Source: an optimization exercise on an open RTL-to-GDS flow (aim: small area, a short achievable clock period and few clock cycles per item). Production flows keep margins and buffers that such runs may drop. Function was not checked in any run shown here: the RTL went through the layout flow alone. Power and IR drop assume default switching activity.

==> flow/design.v, too long to show whole: its modules and the start of the top module <==
// module fp_booth_enc: 16 lines
// module fp_tz24: 31 lines
// module fp_pfx_add: 34 lines
// module fp_lzc27: 31 lines
// module fp_mul_core: 1002 lines
// module fpu_top: 308 lines
module fpu_top (
    input  logic            clk,
    input  logic            rst,
    input  logic            in_valid,
    output logic            in_ready,
    input  logic [31:0]     op_a,
    input  logic [31:0]     op_b,
    input  logic [1:0]      op,
    output logic            out_valid,
    input  logic            out_ready,
    output logic [31:0]     result,
    output logic [3:0]      flags
);
  // ...
==> flow/flow/run.sh <==
#!/bin/bash
# Standard layout with two changes:
#  - after the standard synthesis, flow/fixinv.py removes inverters between
#    full-adder cells (a full adder is self-dual, so a cell can work on
#    complemented inputs and give complemented outputs); registers and all
#    other cells are untouched;
#  - timing repair aims below the clock period: repair_timing works until
#    every path has SETUP_SLACK_MARGIN ns to spare;
#  - every input and output port still gets a buffer, a buf_2 rather than
#    the slow clkdlybuf4s50 delay cell that buffer_ports picks by default.
set -euo pipefail
M=8.5
R=orfs/results/sky130hd/fpu_top/base
bash standard.sh SETUP_SLACK_MARGIN=$M synth > synth.log 2>&1
cp $R/1_2_yosys.v synth_netlist_orig.log
python3 flow/fixinv.py synth_netlist_orig.log $R/1_2_yosys.v > fixinv.log 2>&1
touch $R/1_2_yosys.v
bash standard.sh SETUP_SLACK_MARGIN=$M "BUFFER_PORTS_ARGS=-buffer_cell sky130_fd_sc_hd__buf_2" finish > flow.log 2>&1
==> flow/flow/fixinv.py <==
#!/usr/bin/env python3
"""Remove inverters around full-adder cells in a mapped sky130 netlist.

A full adder is self-dual: FA(~a, ~b, ~c) = (~sum, ~cout). Each fa cell may
therefore work on complemented signals, its outputs then carrying the
complement of their original values. This picks that choice per cell by
local search so that as few inverters as possible are needed, drops the
netlist's free inverters (internal nets, loads only on cell pins) and adds one
inverter per net whose complement is still needed. Registers and every other
cell are left as they are; each of their pins still sees its original value.

usage: fixinv.py IN.v OUT.v
"""
import re
import sys
from collections import defaultdict

OUT_PINS = {"X", "Y", "Q", "Q_N", "SUM", "COUT", "HI", "LO"}
INV_RE = re.compile(r"^sky130_fd_sc_hd__(inv|clkinv)_\d+$")
FA_RE = re.compile(r"^sky130_fd_sc_hd__fa_\d+$")

src = open(sys.argv[1]).read()
mod_start = src.index("module ")
body_end = src.rindex("endmodule")
if "assign " in src[mod_start:body_end]:
    sys.stderr.write("fixinv: netlist has assign statements, left unchanged\n")
    open(sys.argv[2], "w").write(src)
    sys.exit(0)

cell_re = re.compile(r"^  (sky130_fd_sc_hd__\w+) (\\\S+ |\S+) +\((.*?)\n  \);\n", re.S | re.M)
pin_re = re.compile(r"\.(\w+)\(((?:\\\S+ )|[^()]*?)\)")

cells = []  # [type, name, {pin: net}, span]
n_inst = len(re.findall(r"^  sky130_fd_sc_hd__", src, re.M))
for m in cell_re.finditer(src):
    pins = {}
    for pm in pin_re.finditer(m.group(3)):
        pins[pm.group(1)] = pm.group(2).strip()
    cells.append([m.group(1), m.group(2), pins, m.span()])

if len(cells) != n_inst:
    sys.stderr.write(f"fixinv: parsed {len(cells)} of {n_inst} cells, netlist left unchanged\n")
    open(sys.argv[2], "w").write(src)
    sys.exit(0)

ports = set()
for m in re.finditer(r"^\s*(input|output)\s+(\[\d+:\d+\]\s+)?(\S+);", src, re.M):
    ports.add(m.group(3))

def is_port_net(n):
    base = n.lstrip("\\").split("[")[0].strip()
    return base in ports

driver = {}
loads = defaultdict(list)
for ci, (typ, name, pins, _) in enumerate(cells):
    for p, n in pins.items():
        if p in OUT_PINS:
            driver[n] = (ci, p)
        else:
            loads[n].append((ci, p))

free_inv = set()
for ci, (typ, name, pins, _) in enumerate(cells):
    if INV_RE.match(typ):
        y = pins["Y"]
        if not is_port_net(y) and loads[y]:
            free_inv.add(ci)

def lit(n):
    """(base net, polarity) of net n through free inverters."""
    pol = 0
    while n in driver and driver[n][0] in free_inv:
        pol ^= 1
        n = cells[driver[n][0]][2]["A"]
    return n, pol

fa_cells = [ci for ci, c in enumerate(cells) if FA_RE.match(c[0])]
flip = defaultdict(int)

# Every load pin of a kept cell, with the literal it needs (before flips)
pin_req = []  # (ci, pin, base, pol)
for ci, (typ, name, pins, _) in enumerate(cells):
    if ci in free_inv:
        continue
    for p, n in pins.items():
        if p in OUT_PINS:
            continue
        b, pol = lit(n)
        pin_req.append((ci, p, b, pol))

by_base = defaultdict(list)
for k, (ci, p, b, pol) in enumerate(pin_req):
    by_base[b].append(k)

def phys(b):
    d = driver.get(b)
    if d is not None and FA_RE.match(cells[d[0]][0]):
        return flip[d[0]]
    return 0

def need_inv(b):
    ph = phys(b)
    for k in by_base[b]:
        ci, p, _, pol = pin_req[k]
        want = pol ^ (flip[ci] if FA_RE.match(cells[ci][0]) else 0)
        if want != ph:
            return 1
    return 0

def touched(ci):
    pins = cells[ci][2]
    s = set()
    for p in ("A", "B", "CIN"):
        s.add(lit(pins[p])[0])
    for p in ("SUM", "COUT"):
        s.add(pins[p])
    return s

before = sum(need_inv(b) for b in by_base)
n_free = len(free_inv)
improved = True
passes = 0
while improved and passes < 50:
    improved = False
    passes += 1
    for ci in fa_cells:
        nets = touched(ci)
        old = sum(need_inv(b) for b in nets)
        flip[ci] ^= 1
        new = sum(need_inv(b) for b in nets)
        if new < old:
            improved = True
        else:
            flip[ci] ^= 1
after = sum(need_inv(b) for b in by_base)

# Rebuild: new pin connections
inv_net = {}
new_cells = []
for b in sorted(by_base):
    if need_inv(b):
        k = len(inv_net)
        y = f"fixinv_n{k}"
        inv_net[b] = y
        bn = b if not b.startswith("\\") else b + " "
        new_cells.append(f"  sky130_fd_sc_hd__inv_1 fixinv_c{k} (\n    .A({bn}),\n    .Y({y})\n  );\n")

newpins = defaultdict(dict)
for ci, p, b, pol in pin_req:
    want = pol ^ (flip[ci] if FA_RE.match(cells[ci][0]) else 0)
    n = b if want == phys(b) else inv_net[b]
    newpins[ci][p] = n

out = []
pos = 0
for ci, (typ, name, pins, span) in enumerate(cells):
    out.append(src[pos:span[0]])
    pos = span[1]
    if ci in free_inv:
        continue
    conns = []
    for p, n in pins.items():
        if p not in OUT_PINS:
            n = newpins[ci][p]
        tok = n + " " if n.startswith("\\") else n
        conns.append(f"    .{p}({tok})")
    out.append(f"  {typ} {name} (\n" + ",\n".join(conns) + "\n  );\n")
tail = src[pos:]
ei = tail.rindex("endmodule")
out.append(tail[:ei] + "".join(new_cells) + tail[ei:])
text = "".join(out)
# declare the new nets after the first wire declaration
decl = "".join(f"  wire {v};\n" for v in inv_net.values())
wi = text.index("  wire ", text.index("module "))
text = text[:wi] + decl + text[wi:]
open(sys.argv[2], "w").write(text)
sys.stderr.write(f"fixinv: {len(fa_cells)} full adders, {sum(flip.values())} flipped, "
                 f"free inverters {n_free} -> {after} (start {before}), {passes} passes\n")
==> flow/standard.sh <==
#!/bin/bash
# synth_recipe.tcl (not shown) runs the flow's synth.tcl, then flattens the netlist and writes it again
# the make line also repeats each setting of config.mk as NAME=value (left out here)
make -C /OpenROAD-flow-scripts/flow DESIGN_CONFIG=/design/flow/config.mk WORK_HOME=/design/flow/orfs CLKGATE_MAP_FILE= SYNTH_SCRIPT=/design/flow/synth_recipe.tcl "${@:-finish}"
==> flow/config.mk <==
export PLATFORM = sky130hd
export DESIGN_NAME = fpu_top
export DESIGN_NICKNAME = fpu_top
export VERILOG_FILES = /design/flow/design.v
export SDC_FILE = /design/flow/constraint.sdc
export NUM_CORES = 4
export LEC_CHECK = 0
export CAP_MARGIN = 20
export CORE_MARGIN = 2
export CORE_UTILIZATION = 45
export PLACE_DENSITY = 0.6
export SLEW_MARGIN = 20
==> flow/constraint.sdc <==
create_clock -name core_clock -period 13.0 [get_ports {clk}]
set_input_delay 2.6000 -clock core_clock [delete_from_list [all_inputs] [get_ports {clk}]]
set_output_delay 2.6000 -clock core_clock [all_outputs]
set_load 0.01 [all_outputs]
==> flow_metrics.env, run 1 <==
export IMPL_worst_path_buf_inv=3
export IMPL_hold_buffers=0
export IMPL_largest_class="multi-input gates"
export IMPL_n_antenna_cell=2
export IMPL_hold_path_depth=0
export IMPL_p_seq_share_pct=26.8
export IMPL_maxSlewViolCount=0
export IMPL_grt_usage_pct=28.7
export IMPL_rsz0062_at_grt="true"
export IMPL_min_to="r3_sps$_DFFE_PN_"
export IMPL_clkTransAtPathRegs_ns=0.06
export IMPL_combinationalPower_uw=5320
export IMPL_p_leak_uw=0.0162
export IMPL_fin_nets=4067
export IMPL_clockRootBuffer="clkbuf_16"
export IMPL_pg_seq_uw=2480
export IMPL_crit_path_end="r2_s[29]$_DFFE_PN_"
export IMPL_cts_tree="built"
export IMPL_hp_start="r2_sps$_SDFFCE_PP0N_"
export IMPL_seqCellArea_um2=12500
export IMPL_drt_iter0_markers=3529
export IMPL_grt_pass1_vias=28400
export IMPL_critPathMaxStageDelay_ns=0.84
export IMPL_viasPerCell=6.19
export IMPL_power_per_cell_area_nw_per_um2=227
export IMPL_numPortBuffers=107
export IMPL_outcome="no timing/DRC/antenna violations"
export IMPL_grt_overflow=0
export IMPL_drcViolationCount=0
export IMPL_final_cell_mix="edfxtp_1, xnor2_1, inv_1"
export IMPL_multi_input_area_share_pct=55.8
export IMPL_critPathSlowestCell="edfxtp_1"
export IMPL_largest_register_ffs=48
export IMPL_cp_num_cells=10
export IMPL_gr_usage_met1_pct=38.1
export IMPL_routedWlPerCell_um=26.6
export IMPL_crit_chain="inv_1 -> buf_4 -> xnor2_1 -> fa_1 -> fa_1 -> inv_1 -> fa_1 -> fa_1 -> nand2_1 -> o21ai_0"
==> module fpu_top, before the edit <==
module fpu_top (
    input  logic            clk,
    input  logic            rst,
    input  logic            in_valid,
    output logic            in_ready,
    input  logic [31:0]     op_a,
    input  logic [31:0]     op_b,
    input  logic [1:0]      op,
    output logic            out_valid,
    input  logic            out_ready,
    output logic [31:0]     result,
    output logic [3:0]      flags
);
    localparam logic [1:0] SP_NONE = 2'd0;
    localparam logic [1:0] SP_NAN  = 2'd1;
    localparam logic [1:0] SP_INF  = 2'd2;
    localparam logic [1:0] SP_ZERO = 2'd3;
    logic v1, v2, ov, kv;
    logic ir, ovn;                
    logic go;
    assign go        = !kv;       
    assign in_ready  = ir;
    assign out_valid = !ovn;
    logic [31:0] r1_a, r1_b;
    logic [1:0]  r1_op;
    logic [11:0] bd_one, bd_two, bd_neg, r1_one, r1_two, r1_neg;
    fp_booth_enc u_benc (.f (op_b[22:0]), .one (bd_one), .two (bd_two), .neg (bd_neg));
    always_ff @(posedge clk) begin
        if (rst)     v1 <= 1'b0;
        else if (go) v1 <= in_valid;
    end
    always_ff @(posedge clk) begin
        if (go) begin
            r1_a  <= op_a;
            r1_b  <= op_b;
            r1_op <= op;
            r1_one <= bd_one;
            r1_two <= bd_two;
            r1_neg <= bd_neg;
        end
    end
    logic        sa, sb, esb;
    logic [7:0]  ea, eb;
    logic [22:0] fa, fb;
    logic        za, zb, inf_a, inf_b, nan_a, nan_b;
    logic        is_mul, is_rsvd;
    logic        a_ge, a_eq;
    assign sa = r1_a[31];
    assign sb = r1_b[31];
    assign ea = r1_a[30:23];
    assign eb = r1_b[30:23];
    assign fa = r1_a[22:0];
    assign fb = r1_b[22:0];
    assign za    = (ea == 8'd0);
    assign zb    = (eb == 8'd0);
    assign inf_a = (&ea) && (fa == 23'd0);
    assign inf_b = (&eb) && (fb == 23'd0);
    assign nan_a = (&ea) && (fa != 23'd0);
    assign nan_b = (&eb) && (fb != 23'd0);
    assign is_mul  = (r1_op == 2'd2);
    assign is_rsvd = (r1_op == 2'd3);
    assign esb     = sb ^ r1_op[0];    
    fp_pfx_add #(.W(31)) u_cmp (
        .a (r1_a[30:0]), .b (~r1_b[30:0]), .cin (1'b1), .s (), .co (a_ge)
    );
    assign a_eq = (r1_a[30:0] == r1_b[30:0]);
    logic [1:0] spk;
    logic       sps;
    always_comb begin
        spk = SP_NONE;
        sps = 1'b0;
        if (is_rsvd || nan_a || nan_b) begin
            spk = SP_NAN;
        end else if (!is_mul) begin
            if (inf_a && inf_b) begin
                if (sa != esb) begin
                    spk = SP_NAN;
                end else begin
                    spk = SP_INF;
                    sps = sa;
                end
            end else if (inf_a) begin
                spk = SP_INF;
                sps = sa;
            end else if (inf_b) begin
                spk = SP_INF;
                sps = esb;
            end else if (za && zb) begin
                spk = SP_ZERO;
                sps = sa & esb;
            end else if (a_eq && (sa != esb)) begin
                spk = SP_ZERO;    
            end
        end else begin
            if ((inf_a && zb) || (inf_b && za)) begin
                spk = SP_NAN;
            end else if (inf_a || inf_b) begin
                spk = SP_INF;
                sps = sa ^ sb;
            end else if (za || zb) begin
                spk = SP_ZERO;
                sps = sa ^ sb;
            end
        end
    end
    logic [7:0]  e_big, ediff;
    logic [22:0] f_big, f_small;
    logic        e_ge, small_z, s_big, eff_sub;
    logic [23:0] sig_small, sig_x;
    logic [4:0]  shamt, tz_a, tz_b;
    logic [26:0] al0, al16, al8;
    logic        st0;
    logic [7:0]  d_ab, d_ba;
    fp_pfx_add #(.W(8)) u_dab (.a (ea), .b (~eb), .cin (1'b1), .s (d_ab), .co (e_ge));
    fp_pfx_add #(.W(8)) u_dba (.a (eb), .b (~ea), .cin (1'b1), .s (d_ba), .co ());
    fp_tz24 u_tza (.f (fa), .tz (tz_a));
    fp_tz24 u_tzb (.f (fb), .tz (tz_b));
    assign e_big     = e_ge ? ea : eb;
    assign ediff     = e_ge ? d_ab : d_ba;
    assign small_z   = e_ge ? zb : za;
    assign f_big     = a_ge ? fa : fb;
    assign f_small   = a_ge ? fb : fa;
    assign s_big     = a_ge ? sa : esb;
    assign eff_sub   = sa ^ esb;
    assign sig_small = small_z ? 24'd0 : {1'b1, f_small};
    assign sig_x     = sig_small ^ {24{eff_sub}};
    assign shamt     = (ediff[7:5] != 3'd0) ? 5'd31 : ediff[4:0];
    logic st0_a, st0_b;
    assign st0_a     = ({1'b0, shamt} >= ({1'b0, tz_a} + 6'd3));
    assign st0_b     = ({1'b0, shamt} >= ({1'b0, tz_b} + 6'd3));
    assign st0       = !small_z && (a_ge ? st0_b : st0_a);
    assign al0       = {sig_x, {3{eff_sub}}};
    assign al16      = shamt[4] ? {{16{eff_sub}}, al0[26:16]} : al0;
    assign al8       = shamt[3] ? {{8{eff_sub}}, al16[26:8]} : al16;
    logic [47:0] cs_s, cs_c, cs_t;
    logic [9:0]  mexp;
    fp_mul_core u_mul (
        .a      (fa),
        .bd_one (r1_one),
        .bd_two (r1_two),
        .bd_neg (r1_neg),
        .cs_s   (cs_s),
        .cs_c   (cs_c),
        .cs_t   (cs_t)
    );
    localparam logic [9:0] MINUS_BIAS = 10'h381;
    logic [9:0] me_s, me_c;
    assign me_s = {2'b00, ea} ^ {2'b00, eb} ^ MINUS_BIAS;
    assign me_c = {(({1'b0, ea[7:0]} & {1'b0, eb[7:0]}) |
                    ({1'b0, ea[7:0]} & MINUS_BIAS[8:0]) |
                    ({1'b0, eb[7:0]} & MINUS_BIAS[8:0])), 1'b0};
    fp_pfx_add #(.W(10)) u_mexp (.a (me_s), .b (me_c), .cin (1'b0), .s (mexp), .co ());
    logic m_sticky;
    assign m_sticky = (({1'b0, tz_a} + {1'b0, tz_b}) < 6'd21);
    logic [47:0] r2_s, r2_c, r2_t;
    logic [9:0]  r2_e;
    logic        r2_sgn, r2_mul, r2_sps, r2_mst;
    logic [1:0]  r2_spk;
    always_ff @(posedge clk) begin
        if (rst)     v2 <= 1'b0;
        else if (go) v2 <= v1;
    end
    always_ff @(posedge clk) begin
        if (go) begin
            r2_s   <= is_mul ? cs_s : {eff_sub, f_big, al8[26:3]};
            r2_c   <= cs_c;
            r2_t   <= {cs_t[47:7], is_mul ? cs_t[6:0] : {al8[2:0], shamt[2:0], st0}};
            r2_e   <= is_mul ? mexp : {2'b00, e_big};
            r2_sgn <= is_mul ? (sa ^ sb) : s_big;
            r2_mul <= is_mul;
            r2_mst <= m_sticky;
            r2_spk <= spk;
            r2_sps <= sps;
        end
    end
    logic [26:0] sh_v [0:3];
    logic [2:0]  r2_sh;
    logic        r2_eff_sub, r2_st0;
    logic [27:0] raw_sum;
    assign r2_eff_sub = r2_s[47];
    assign r2_sh      = r2_t[3:1];
    assign r2_st0     = r2_t[0];
    assign sh_v[3]    = {r2_s[23:0], r2_t[6:4]};
    for (genvar k = 2; k >= 0; k--) begin : g_align
        localparam int D = 1 << k;
        assign sh_v[k] = r2_sh[k] ? {{D{r2_eff_sub}}, sh_v[k+1][26:D]} : sh_v[k+1];
    end
    fp_pfx_add #(.W(28)) u_sum (
        .a   ({2'b01, r2_s[46:24], 3'b000}),
        .b   ({r2_eff_sub, sh_v[0][26:1], r2_st0 ^ r2_eff_sub}),
        .cin (r2_eff_sub),
        .s   (raw_sum),
        .co  ()
    );
    logic [47:0] prod;
    logic [27:0] m_x;
    logic [47:0] p3_s, p3_c;
    assign p3_s = r2_s ^ r2_c ^ r2_t;
    assign p3_c = {(r2_s[46:0] & r2_c[46:0]) | (r2_s[46:0] & r2_t[46:0]) |
                   (r2_c[46:0] & r2_t[46:0]), 1'b0};
    fp_pfx_add #(.W(48)) u_prod (.a (p3_s), .b (p3_c), .cin (1'b0), .s (prod), .co ());
    assign m_x  = {prod[47:21], r2_mst};
    logic        v3;
    logic [27:0] r3_x;
    logic [9:0]  r3_e;
    logic        r3_sgn, r3_sps;
    logic [1:0]  r3_spk;
    always_ff @(posedge clk) begin
        if (rst)     v3 <= 1'b0;
        else if (go) v3 <= v2;
    end
    always_ff @(posedge clk) begin
        if (go) begin
            r3_x   <= r2_mul ? m_x : raw_sum;
            r3_e   <= r2_e;
            r3_sgn <= r2_sgn;
            r3_spk <= r2_spk;
            r3_sps <= r2_sps;
        end
    end
    logic [4:0]  lz;
    logic [26:0] n_sig;
    logic [9:0]  n_exp;
    logic [9:0]  e_inc, e_dec;
    fp_lzc27 u_lzc (.x (r3_x[26:0]), .lz (lz));
    fp_pfx_add #(.W(10)) u_einc (.a (r3_e), .b (10'd0), .cin (1'b1), .s (e_inc), .co ());
    fp_pfx_add #(.W(10)) u_edec (.a (r3_e), .b (~{5'd0, lz}), .cin (1'b1), .s (e_dec), .co ());
    assign n_sig = r3_x[27] ? {r3_x[27:2], r3_x[1] | r3_x[0]} : (r3_x[26:0] << lz);
    assign n_exp = r3_x[27] ? e_inc : e_dec;
    logic        v4;
    logic [26:0] sig;
    logic [9:0]  exp;
    logic        r4_sgn, r4_sps;
    logic [1:0]  r4_spk;
    always_ff @(posedge clk) begin
        if (rst)     v4 <= 1'b0;
        else if (go) v4 <= v3;
    end
    always_ff @(posedge clk) begin
        if (go) begin
            sig    <= n_sig;
            exp    <= n_exp;
            r4_sgn <= r3_sgn;
            r4_spk <= r3_spk;
            r4_sps <= r3_sps;
        end
    end
    logic        round_up, rnd_co;
    logic [23:0] sig_rnd;
    logic [9:0]  exp_p1, exp_rnd;
    logic        ovf, unf;
    logic [31:0] rp_result;
    logic [3:0]  rp_flags;
    assign round_up = sig[2] & (sig[1] | sig[0] | sig[3]);
    fp_pfx_add #(.W(24)) u_rnd (.a (sig[26:3]), .b (24'd0), .cin (round_up), .s (sig_rnd), .co (rnd_co));
    fp_pfx_add #(.W(10)) u_ep1 (.a (exp), .b (10'd0), .cin (1'b1), .s (exp_p1), .co ());
    assign exp_rnd = rnd_co ? exp_p1 : exp;
    assign ovf = !exp[9] && (exp[8] || (&exp[7:0]) || (rnd_co && exp[7:0] == 8'hFE));
    assign unf = exp[9] || (exp[8:0] == 9'd0 && !rnd_co);
    always_comb begin
        rp_flags    = 4'd0;
        rp_flags[0] = |sig[2:0];
        if (ovf) begin
            rp_result   = {r4_sgn, 8'hFF, 23'd0};
            rp_flags[2] = 1'b1;
            rp_flags[0] = 1'b1;
        end else if (unf) begin
            rp_result   = {r4_sgn, 31'd0};
            rp_flags[1] = 1'b1;
            rp_flags[0] = 1'b1;
        end else begin
            rp_result = {r4_sgn, exp_rnd[7:0], sig_rnd[22:0]};
        end
    end
    logic [35:0] st_out;
    always_comb begin
        case (r4_spk)
            SP_NAN:  st_out = {32'h7FC0_0000, 4'b1000};
            SP_INF:  st_out = {r4_sps, 8'hFF, 23'd0, 4'b0000};
            SP_ZERO: st_out = {r4_sps, 31'd0, 4'b0000};
            default: st_out = {rp_result, rp_flags};
        endcase
    end
    logic        incoming, o_free;
    logic [35:0] k_data;
    assign incoming = go && v4;
    assign o_free   = !ov || out_ready;
    logic ov_next, kv_next;
    assign ov_next = o_free ? (kv || incoming) : ov;
    assign kv_next = kv ? !o_free : (incoming && !o_free);
    always_ff @(posedge clk) begin
        if (rst) begin
            ov  <= 1'b0;
            kv  <= 1'b0;
            ovn <= 1'b1;
            ir  <= 1'b1;
        end else begin
            ov  <= ov_next;
            kv  <= kv_next;
            ovn <= !ov_next;
            ir  <= !kv_next;
        end
    end
    always_ff @(posedge clk) begin
        if (o_free) {result, flags} <= kv ? k_data : st_out;
        if (!kv && !o_free) k_data <= st_out;
    end
endmodule
==> run 2, diff against run 1 <==
--- a/flow/design.v
+++ b/flow/design.v
@@ -41,21 +41,2 @@
 `default_nettype none
-module fp_booth_enc (
-    input  wire [22:0] f,
-    output wire [11:0] one,
-    output wire [11:0] two,
-    output wire [11:0] neg
-);
-    wire [25:0] x = {2'b01, f, 1'b0};    
-    for (genvar i = 0; i < 12; i++) begin : g_dig
-        wire x2 = x[2*i+2];
-        wire x1 = x[2*i+1];
-        wire x0 = x[2*i];
-        assign one[i] = x1 ^ x0;
-        assign two[i] = (x2 & ~x1 & ~x0) | (~x2 & x1 & x0);
-        assign neg[i] = x2 & ~(x1 & x0);
-    end
-endmodule
-`default_nettype wire
-`timescale 1ns/1ps
-`default_nettype none
 module fp_tz24 (
@@ -164,5 +145,3 @@
     input  wire [22:0] a,
-    input  wire [11:0] bd_one,    
-    input  wire [11:0] bd_two,
-    input  wire [11:0] bd_neg,
+    input  wire [22:0] b,
     output wire [47:0] cs_s,
@@ -171,5 +150,5 @@
 );
-    wire one0 = bd_one[0];
-    wire two0 = bd_two[0];
-    wire neg0 = bd_neg[0];
+    wire one0 = b[0] ^ 1'b0;
+    wire two0 = (b[1] & ~b[0] & ~1'b0) | (~b[1] & b[0] & 1'b0);
+    wire neg0 = b[1] & ~(b[0] & 1'b0);
     wire pp0_0 = ((a[0] & one0)) ^ neg0;
@@ -200,5 +179,5 @@
     wire sn0 = ~neg0;
-    wire one1 = bd_one[1];
-    wire two1 = bd_two[1];
-    wire neg1 = bd_neg[1];
+    wire one1 = b[2] ^ b[1];
+    wire two1 = (b[3] & ~b[2] & ~b[1]) | (~b[3] & b[2] & b[1]);
+    wire neg1 = b[3] & ~(b[2] & b[1]);
     wire pp1_0 = ((a[0] & one1)) ^ neg1;
@@ -229,5 +208,5 @@
     wire sn1 = ~neg1;
-    wire one2 = bd_one[2];
-    wire two2 = bd_two[2];
-    wire neg2 = bd_neg[2];
+    wire one2 = b[4] ^ b[3];
+    wire two2 = (b[5] & ~b[4] & ~b[3]) | (~b[5] & b[4] & b[3]);
+    wire neg2 = b[5] & ~(b[4] & b[3]);
     wire pp2_0 = ((a[0] & one2)) ^ neg2;
@@ -258,5 +237,5 @@
     wire sn2 = ~neg2;
-    wire one3 = bd_one[3];
-    wire two3 = bd_two[3];
-    wire neg3 = bd_neg[3];
+    wire one3 = b[6] ^ b[5];
+    wire two3 = (b[7] & ~b[6] & ~b[5]) | (~b[7] & b[6] & b[5]);
+    wire neg3 = b[7] & ~(b[6] & b[5]);
     wire pp3_0 = ((a[0] & one3)) ^ neg3;
@@ -287,5 +266,5 @@
     wire sn3 = ~neg3;
-    wire one4 = bd_one[4];
-    wire two4 = bd_two[4];
-    wire neg4 = bd_neg[4];
+    wire one4 = b[8] ^ b[7];
+    wire two4 = (b[9] & ~b[8] & ~b[7]) | (~b[9] & b[8] & b[7]);
+    wire neg4 = b[9] & ~(b[8] & b[7]);
     wire pp4_0 = ((a[0] & one4)) ^ neg4;
@@ -316,5 +295,5 @@
     wire sn4 = ~neg4;
-    wire one5 = bd_one[5];
-    wire two5 = bd_two[5];
-    wire neg5 = bd_neg[5];
+    wire one5 = b[10] ^ b[9];
+    wire two5 = (b[11] & ~b[10] & ~b[9]) | (~b[11] & b[10] & b[9]);
+    wire neg5 = b[11] & ~(b[10] & b[9]);
     wire pp5_0 = ((a[0] & one5)) ^ neg5;
@@ -345,5 +324,5 @@
     wire sn5 = ~neg5;
-    wire one6 = bd_one[6];
-    wire two6 = bd_two[6];
-    wire neg6 = bd_neg[6];
+    wire one6 = b[12] ^ b[11];
+    wire two6 = (b[13] & ~b[12] & ~b[11]) | (~b[13] & b[12] & b[11]);
+    wire neg6 = b[13] & ~(b[12] & b[11]);
     wire pp6_0 = ((a[0] & one6)) ^ neg6;
@@ -374,5 +353,5 @@
     wire sn6 = ~neg6;
-    wire one7 = bd_one[7];
-    wire two7 = bd_two[7];
-    wire neg7 = bd_neg[7];
+    wire one7 = b[14] ^ b[13];
+    wire two7 = (b[15] & ~b[14] & ~b[13]) | (~b[15] & b[14] & b[13]);
+    wire neg7 = b[15] & ~(b[14] & b[13]);
     wire pp7_0 = ((a[0] & one7)) ^ neg7;
@@ -403,5 +382,5 @@
     wire sn7 = ~neg7;
-    wire one8 = bd_one[8];
-    wire two8 = bd_two[8];
-    wire neg8 = bd_neg[8];
+    wire one8 = b[16] ^ b[15];
+    wire two8 = (b[17] & ~b[16] & ~b[15]) | (~b[17] & b[16] & b[15]);
+    wire neg8 = b[17] & ~(b[16] & b[15]);
     wire pp8_0 = ((a[0] & one8)) ^ neg8;
@@ -432,5 +411,5 @@
     wire sn8 = ~neg8;
-    wire one9 = bd_one[9];
-    wire two9 = bd_two[9];
-    wire neg9 = bd_neg[9];
+    wire one9 = b[18] ^ b[17];
+    wire two9 = (b[19] & ~b[18] & ~b[17]) | (~b[19] & b[18] & b[17]);
+    wire neg9 = b[19] & ~(b[18] & b[17]);
     wire pp9_0 = ((a[0] & one9)) ^ neg9;
@@ -461,5 +440,5 @@
     wire sn9 = ~neg9;
-    wire one10 = bd_one[10];
-    wire two10 = bd_two[10];
-    wire neg10 = bd_neg[10];
+    wire one10 = b[20] ^ b[19];
+    wire two10 = (b[21] & ~b[20] & ~b[19]) | (~b[21] & b[20] & b[19]);
+    wire neg10 = b[21] & ~(b[20] & b[19]);
     wire pp10_0 = ((a[0] & one10)) ^ neg10;
@@ -490,5 +469,5 @@
     wire sn10 = ~neg10;
-    wire one11 = bd_one[11];
-    wire two11 = bd_two[11];
-    wire neg11 = bd_neg[11];
+    wire one11 = b[22] ^ b[21];
+    wire two11 = (1'b1 & ~b[22] & ~b[21]) | (~1'b1 & b[22] & b[21]);
+    wire neg11 = 1'b1 & ~(b[22] & b[21]);
     wire pp11_0 = ((a[0] & one11)) ^ neg11;
@@ -1192,4 +1171,2 @@
     logic [1:0]  r1_op;
-    logic [11:0] bd_one, bd_two, bd_neg, r1_one, r1_two, r1_neg;
-    fp_booth_enc u_benc (.f (op_b[22:0]), .one (bd_one), .two (bd_two), .neg (bd_neg));
     always_ff @(posedge clk) begin
@@ -1203,5 +1180,2 @@
             r1_op <= op;
-            r1_one <= bd_one;
-            r1_two <= bd_two;
-            r1_neg <= bd_neg;
         end
@@ -1276,3 +1250,4 @@
     logic [23:0] sig_small, sig_x;
-    logic [4:0]  shamt, tz_a, tz_b;
+    logic [4:0]  shamt, tz_a, tz_b, tz_s;
+    logic [5:0]  lo_pos;
     logic [26:0] al0, al16, al8;
@@ -1289,2 +1264,3 @@
     assign f_small   = a_ge ? fb : fa;
+    assign tz_s      = a_ge ? tz_b : tz_a;
     assign s_big     = a_ge ? sa : esb;
@@ -1294,6 +1270,4 @@
     assign shamt     = (ediff[7:5] != 3'd0) ? 5'd31 : ediff[4:0];
-    logic st0_a, st0_b;
-    assign st0_a     = ({1'b0, shamt} >= ({1'b0, tz_a} + 6'd3));
-    assign st0_b     = ({1'b0, shamt} >= ({1'b0, tz_b} + 6'd3));
-    assign st0       = !small_z && (a_ge ? st0_b : st0_a);
+    assign lo_pos    = small_z ? 6'd32 : ({1'b0, tz_s} + 6'd3);
+    assign st0       = ({1'b0, shamt} >= lo_pos);
     assign al0       = {sig_x, {3{eff_sub}}};
@@ -1304,9 +1278,7 @@
     fp_mul_core u_mul (
-        .a      (fa),
-        .bd_one (r1_one),
-        .bd_two (r1_two),
-        .bd_neg (r1_neg),
-        .cs_s   (cs_s),
-        .cs_c   (cs_c),
-        .cs_t   (cs_t)
+        .a    (fa),
+        .b    (fb),
+        .cs_s (cs_s),
+        .cs_c (cs_c),
+        .cs_t (cs_t)
     );
@@ -1319,7 +1291,5 @@
     fp_pfx_add #(.W(10)) u_mexp (.a (me_s), .b (me_c), .cin (1'b0), .s (mexp), .co ());
-    logic m_sticky;
-    assign m_sticky = (({1'b0, tz_a} + {1'b0, tz_b}) < 6'd21);
     logic [47:0] r2_s, r2_c, r2_t;
     logic [9:0]  r2_e;
-    logic        r2_sgn, r2_mul, r2_sps, r2_mst;
+    logic        r2_sgn, r2_mul, r2_sps;
     logic [1:0]  r2_spk;
@@ -1337,3 +1307,2 @@
             r2_mul <= is_mul;
-            r2_mst <= m_sticky;
             r2_spk <= spk;
@@ -1368,3 +1337,3 @@
     fp_pfx_add #(.W(48)) u_prod (.a (p3_s), .b (p3_c), .cin (1'b0), .s (prod), .co ());
-    assign m_x  = {prod[47:21], r2_mst};
+    assign m_x  = {prod[47:21], |prod[20:0]};
     logic        v3;
--- a/flow/flow/run.sh
+++ b/flow/flow/run.sh
@@ -11,3 +11,3 @@
 set -euo pipefail
-M=8.5
+M=8.3
 R=orfs/results/sky130hd/fpu_top/base
==> run 2 against run 1 <==
  * Largest cell class unchanged
  * Clock skew down 0.013 ns
  * Worst hold slack improved by 0.0025 ns
  * Via count decreased by 1.5%
  * Cell count is 1.4% lower
  * Sequential share of layout area fell by 1.7 points
  * Critical endpoint is now r2_s[22]$_DFFE_PN_
  * Synthesized cell count decreased by 1.5%
  * Die area shrank 3.2%
  * Combinational power is 3.9% higher
  * Flip-flop and latch count is 35 lower
  * Sequential power is 6% lower
  * Clock-buffer cell count is 4 lower
  * Global-route usage grew 0.43 points
==> flow_metrics.env, run 2 <==
export IMPL_outcome="no timing/DRC/antenna violations"
export IMPL_top_register="r2_s"
export IMPL_grt_max_degree=120
export IMPL_grt_usage_pct=29.1
export IMPL_vias=28200
export IMPL_area_growth_pct=10.1
export IMPL_setup_worst_path_end_class="flop"
export IMPL_maxSlewViolCount=0
export IMPL_max_freq_mhz=221
export IMPL_top_regs="r2_s (48), r2_c (47), r2_t (41)"
export IMPL_worstSkewPairLatency_ns=0.63
export IMPL_clockRootBuffer="clkbuf_16"
export IMPL_syn_inst=3445
export IMPL_grt_antenna_before_repair=3
export IMPL_n_antenna_cell=0
export IMPL_whs_ns=0.419
export IMPL_row_count=103
export IMPL_final_cell_mix="edfxtp_1, xnor2_1, fa_1"
export IMPL_setup_viol=0
export IMPL_rsz0062_at_grt="true"
export IMPL_grt_overflow=0
export IMPL_syn_area_per_cell_um2=10.4
export IMPL_cts_buffers=47
export IMPL_num_io_pins=108
export IMPL_gp_congestion=0.970
export IMPL_post_dp_hpwl_um=83600
export IMPL_fp_dieH_um=286
export IMPL_fin_nets=4020
export IMPL_ir_drop_mv=0.124
export IMPL_routedWlPerCell_um=26.5
export IMPL_layout_drive_gt1_share_pct=12.8
export IMPL_initial_utilization_pct=45.4
export IMPL_grt_pass1_vias=27800
export IMPL_cts_num_sinks=384
export IMPL_syn_area_um2=35900
export IMPL_critPathKind="flop to flop"
export IMPL_grt_pass1_wl_um=179000
export IMPL_viasPerCell=6.18
export IMPL_ant_nets=0
export IMPL_clkTransAtPathRegs_ns=0.06
export IMPL_syn_nets=3991
export IMPL_min_period_ns=4.52
export IMPL_ys_warn_count=10
export IMPL_worst_pin_slew_ns=1.02
export IMPL_setup_tns_ns=0
export IMPL_drcViolationCount=0
export IMPL_finalWirelength_um=121000
export IMPL_arrival_ns=4.85
export IMPL_numPortBuffers=107
export IMPL_p_leak_uw=0.0159
export IMPL_die_w_um=286
export IMPL_final_common_cell="edfxtp_1"
export IMPL_dr_pass1_iters=6
export IMPL_hp_class="flop to flop"
export IMPL_hold_violations=0
export IMPL_path_max_fanout=32
export IMPL_cts_htree_levels=2
export IMPL_die_area_um2=82000
export IMPL_cts_tree="built"
export IMPL_power_per_cell_area_nw_per_um2=233
export IMPL_relSlewSlack_pct=31.8
export IMPL_core_area_um2=79000
export IMPL_clockBufferDepth=3
export IMPL_worstPathRequired_ns=13.33
export IMPL_start_kind="flop"
export IMPL_drt_iter0_markers=3229
export IMPL_fin_crit_sh_pct=34.7
export IMPL_finClkSkew_ns=0.0471
export IMPL_largest_register_ffs=48
export IMPL_drv_cap=0
[run 2: cell count changes in the layout (fill, tap and decap cells not counted), moves of 22 or more]
cell,delta
nor2b_1,-22
o21ai_0,-39
nand2_1,+37
a31oi_1,+34
a21oi_1,-49
mux2i_1,+33
edfxtp_1,-35
xnor2_1,-26
[run 2: timing repair]
item	in CTS	in global routing
pin swaps	1	2
buffers inserted	0	31
gates cloned	1	0
gates resized for setup	9	17
hold buffers	0	0
endpoints found under the setup margin	30	53
[run 2: final cells by class]
| class | count | area (µm²) |
|---|---|---|
| Fill cell | 7083 | 39500 |
| Inverter | 275 | 1070 |
| Clock buffer | 55 | 1210 |
| Multi-Input combinational cell | 2544 | 22500 |
| Tap cell | 1050 | 1310 |
| Clock inverter | 32 | 395 |
| Timing Repair Buffer | 222 | 1510 |
| Sequential cell | 384 | 11500 |
[run 2: worst max-delay path: stages, from the launching register on]
cell	delay (ns)
edfxtp_1	0.32
buf_4	0.48
nor2b_2	0.74
buf_4	0.34
a22oi_1	0.14
fa_1	0.57
inv_1	0.05
fa_1	0.46
fa_1	0.45
fa_1	0.39
nor2_1	0.21
a31oi_1	0.06
[run 2: per-stage QoR]
stage               util [%]  area, µm²  setup slack [ns]  std cells  power, µW
CTS                     49.5      39100              8.31       4530       9150
global placement        47.4      37400              7.85       4441       7700
detailed placement      47.4      37500              7.93       4442       7740
global route            50.0      39500              8.28       4562       9860
finish                  50.0      39500              8.48       4562       9220
floorplan                  -      35900              8.35       3445       5910
[run 2: final timing paths]
path	from	to	slack (ns)	cells after the start
worst max-delay path	r1_b[0]$_DFFE_PN_	r2_s[22]$_DFFE_PN_	8.48	11
worst max register to register	r1_b[0]$_DFFE_PN_	r2_s[22]$_DFFE_PN_	8.48	11
worst min-delay path	r2_e[7]$_DFFE_PN_	r3_e[7]$_DFFE_PN_	0.42	0
worst min register to register	r2_e[7]$_DFFE_PN_	r3_e[7]$_DFFE_PN_	0.42	0
[run 2: per-layer routing]
metal / up-vias / part of all wire, % / global-route usage [%]
met3: 348 / 10 / 6.90
met2: 1635 / 44 / 44.7
met1: 13800 / 40 / 38.6
met4: 2 / 5.5 / 14.7
li1: 12400 / - / -
met5: - / 0.0099 / 0
[run 2: power breakdown]
part	switching (µW)	internal, µW
Combinational	3230	2300
Clock	579	793
Sequential	364	1950
==> run 3, diff against run 2 <==
--- a/flow/design.v
+++ b/flow/design.v
@@ -1358,12 +1358,19 @@
     logic [26:0] n_sig;
-    logic [9:0]  n_exp;
-    logic [9:0]  e_inc, e_dec;
+    logic [26:0] nsh [0:5];
+    logic [9:0]  e_inc, n_eb;
+    logic [4:0]  n_dec;
     fp_lzc27 u_lzc (.x (r3_x[26:0]), .lz (lz));
     fp_pfx_add #(.W(10)) u_einc (.a (r3_e), .b (10'd0), .cin (1'b1), .s (e_inc), .co ());
-    fp_pfx_add #(.W(10)) u_edec (.a (r3_e), .b (~{5'd0, lz}), .cin (1'b1), .s (e_dec), .co ());
-    assign n_sig = r3_x[27] ? {r3_x[27:2], r3_x[1] | r3_x[0]} : (r3_x[26:0] << lz);
-    assign n_exp = r3_x[27] ? e_inc : e_dec;
+    assign nsh[5] = r3_x[26:0];
+    for (genvar k = 4; k >= 0; k--) begin : g_norm
+        localparam int D = 1 << k;
+        assign nsh[k] = lz[k] ? {nsh[k+1][26-D:0], {D{1'b0}}} : nsh[k+1];
+    end
+    assign n_sig = r3_x[27] ? {r3_x[27:2], r3_x[1] | r3_x[0]} : nsh[0];
+    assign n_eb  = r3_x[27] ? e_inc : r3_e;
+    assign n_dec = r3_x[27] ? 5'd0 : lz;
     logic        v4;
     logic [26:0] sig;
-    logic [9:0]  exp;
+    logic [9:0]  r4_eb;
+    logic [4:0]  r4_dec;
     logic        r4_sgn, r4_sps;
@@ -1377,3 +1384,4 @@
             sig    <= n_sig;
-            exp    <= n_exp;
+            r4_eb  <= n_eb;
+            r4_dec <= n_dec;
             r4_sgn <= r3_sgn;
@@ -1385,3 +1393,3 @@
     logic [23:0] sig_rnd;
-    logic [9:0]  exp_p1, exp_rnd;
+    logic [9:0]  exp, exp_p1, exp_rnd;
     logic        ovf, unf;
@@ -1391,2 +1399,3 @@
     fp_pfx_add #(.W(24)) u_rnd (.a (sig[26:3]), .b (24'd0), .cin (round_up), .s (sig_rnd), .co (rnd_co));
+    fp_pfx_add #(.W(10)) u_exp (.a (r4_eb), .b (~{5'd0, r4_dec}), .cin (1'b1), .s (exp), .co ());
     fp_pfx_add #(.W(10)) u_ep1 (.a (exp), .b (10'd0), .cin (1'b1), .s (exp_p1), .co ());
==> run 3 against run 2 <==
  * Via count down 4.5%
  * Design area is 1.8% lower
  * Clock power about the same
  * Still clean
  * Register-to-register slack got worse by 0.19 ns
  * Synthesized cell count decreased by 0.67%
  * Wire length is 6.3% lower
  * Critical path depth grew 6
  * Clock-buffer cell count decreased by 4
  * Die area is 1.3% lower
  * Global-route usage shrank 1.4 points
==> flow_metrics.env, run 3 <==
export IMPL_grt_max_degree=120
export IMPL_vias=26900
export IMPL_fin_nets=3981
export IMPL_drv_cap=0
export IMPL_hold_violations=0
export IMPL_cts_buffers=47
export IMPL_outcome="no timing/DRC/antenna violations"
export IMPL_critPathMaxStageDelay_ns=0.63
export IMPL_finalWirelength_um=113000
export IMPL_gp_congestion=0.935
export IMPL_die_w_um=285
export IMPL_num_io_pins=108
export IMPL_fin_cells=4512
export IMPL_cp_num_cells=17
export IMPL_clkTransAtPathRegs_ns=0.06
export IMPL_cts_htree_levels=2
export IMPL_numPortBuffers=107
export IMPL_final_common_cell="edfxtp_1"
export IMPL_grt_usage_pct=27.8
export IMPL_arrival_ns=5.07
export IMPL_top_register="r2_s"
export IMPL_layout_drive_gt1_share_pct=11.1
export IMPL_worstSkewPairLatency_ns=0.63
export IMPL_swShare_pct=44.4
export IMPL_start_kind="flop"
export IMPL_p_leak_uw=0.0156
export IMPL_syn_area_per_cell_um2=10.3
export IMPL_syn_inst=3422
export IMPL_critPathKind="flop to flop"
export IMPL_max_freq_mhz=213
export IMPL_dpl_cell_count=4407
export IMPL_fin_crit_sh_pct=36.2
export IMPL_syn_nets=3968
export IMPL_clock_power_share_pct=15.4
export IMPL_initial_utilization_pct=45.6
export IMPL_p_sw_uw=3960
export IMPL_viasPerCell=5.97
export IMPL_routedWlPerCell_um=25.1
export IMPL_pre_cts_slack_ns=8.19
export IMPL_drt_iter0_markers=3010
export IMPL_area_growth_pct=9.50
export IMPL_combPwrFrac_pct=58.4
export IMPL_cts_tree="built"
export IMPL_row_count=102
export IMPL_final_setup_worst_slack_ns=8.30
export IMPL_path_max_fanout=10
export IMPL_die_area_um2=80900
export IMPL_ant_nets=0
export IMPL_dr_pass1_iters=6
export IMPL_critPathSlowestCell="edfxtp_1"
export IMPL_top_regs="r2_s (48), r2_c (47), r2_t (41)"
export IMPL_largest_register_ffs=48
export IMPL_fp_dieH_um=285
export IMPL_hp_class="flop to flop"
export IMPL_maxSlewViolCount=0
export IMPL_worstPathRequired_ns=13.36
export IMPL_clockRootBuffer="clkbuf_16"
export IMPL_ys_warn_count=11
export IMPL_reg2regPathDepth=17
export IMPL_relSlewSlack_pct=27.6
export IMPL_grt_pass1_vias=26700
export IMPL_worst_path_buf_inv=1
export IMPL_hp_start="r2_spk[0]$_SDFFCE_PP1N_"
export IMPL_power_per_cell_area_nw_per_um2=230
export IMPL_min_period_ns=4.70
export IMPL_final_cell_mix="edfxtp_1, xnor2_1, inv_1"
export IMPL_drcViolationCount=0
export IMPL_critPathTopFamily="compound AO/OA/AOI/OAI gates"
export IMPL_rsz0062_at_grt="true"
export IMPL_clockBufferDepth=3
export IMPL_n_antenna_cell=0
export IMPL_grt_antenna_before_repair=4
export IMPL_setup_tns_ns=0
export IMPL_grt_overflow=0
export IMPL_r2r_start="r1_b[17]$_DFFE_PN_"
export IMPL_finClkSkew_ns=0.0323
export IMPL_post_dp_hpwl_um=79500
export IMPL_crit_path_start="r1_b[17]$_DFFE_PN_"
export IMPL_worst_pin_slew_ns=1.08
export IMPL_cts_num_sinks=389
export IMPL_syn_area_um2=35400
export IMPL_ir_drop_mv=0.130
export IMPL_crit_chain="inv_1 -> ha_1 -> a21o_1 -> a21o_1 -> a21oi_1 -> o221ai_1 -> or2_2 -> o41a_1 -> ha_1 -> or2_2 -> ha_1 -> a21oi_1 -> nor2b_1 -> o21ai_0 -> nand2b_1 -> a21oi_1 -> nor3_1"
export IMPL_p_int_uw=4960
export IMPL_grt_pass1_wl_um=170000
export IMPL_setup_worst_path_end_class="flop"
export IMPL_hold_path_depth=0
export IMPL_setup_viol=0
export IMPL_final_util_pct=49.9
export IMPL_core_area_um2=77700
export IMPL_p_seq_share_pct=26.2
-- run 3: power by group through the flow --
stage | combinational, µW | clock (µW) | sequential, µW
3_5_place_dp | 5110 | 0 | 2360
4_1_cts | 5130 | 1410 | 2340
3_3_place_gp | 5080 | 0 | 2360
6_report | 5200 | 1370 | 2340
2_1_floorplan | 3610 | 0 | 2200
5_1_grt | 5830 | 1450 | 2380
-- run 3: layout make-up --
class	instances	area (µm²)
fillers	7144	39000
inverters	285	1090
multi-input cells	2508	21900
clock inverters	35	419
flip-flops and latches	389	11600
repair buffers	204	1310
well taps	1040	1300
clock buffers	51	1190
-- run 3: worst paths after layout --
path	endpoint	slack (ns)
worst min-delay path	r3_spk[0]$_DFFE_PN_	0.42
worst max register to register	r2_st0$_SDFFCE_PP0N_	8.30
worst max-delay path	r2_st0$_SDFFCE_PP0N_	8.30
worst min register to register	r3_spk[0]$_DFFE_PN_	0.42
-- run 3: repair_timing --
item,4_1_cts,5_1_grt
hold buffers,0,0
setup buffers,0,19
endpoints found under the setup margin,1,103
resized for setup,1,12
pin swaps,0,1
-- run 3: per-layer routing --
layer	GRT usage, %	share of wire, %
met1	36.7	41
met2	42.5	44
met3	6.20	9.8
met4	14.7	5.9
met5	0	0.024
-- run 3: stage by stage --
stage / total power [µW] / area, µm² / hold slack (ns)
global route: 9660 / 38800 / 0.423
floorplan: 5820 / 35400 / 0.400
CTS: 8880 / 38600 / 0.415
finish: 8910 / 38800 / 0.416
global placement: 7430 / 36900 / 0.403
detailed placement: 7480 / 37000 / 0.405

afterwards: timing with drivers on the ports:
The flow's constraints put no driver on any port. The routed layouts listed below were extracted and timed again, unchanged, in two steps. Step 1 sets driving cells, clkbuf_16 on the clock port and buf_2 on the other inputs (assumed; they add their load-dependent delay and slew). Step 2 times the ports against the registers' clock, not the clock port: input delays grow and output delays shrink by t, the midpoint of the rising clock arrivals with the driver on. Slacks: ideal ports / drivers / drivers and shift; pairs: ideal ports / drivers.
run | t, ns | setup WS [ns] | worst setup path at the end
run 1 | 0.690 | 8.535 / 8.535 / 8.535 | register to register
run 2 | 0.682 | 8.483 / 8.483 / 8.436 | input to register
run 3 | 0.682 | 8.296 / 8.296 / 8.246 | input to register
After both steps setup and hold are still met in every run listed. The setup slack of run 3, which loses most, moves by 0.000 ns with the drivers and by -0.050 ns with both steps.
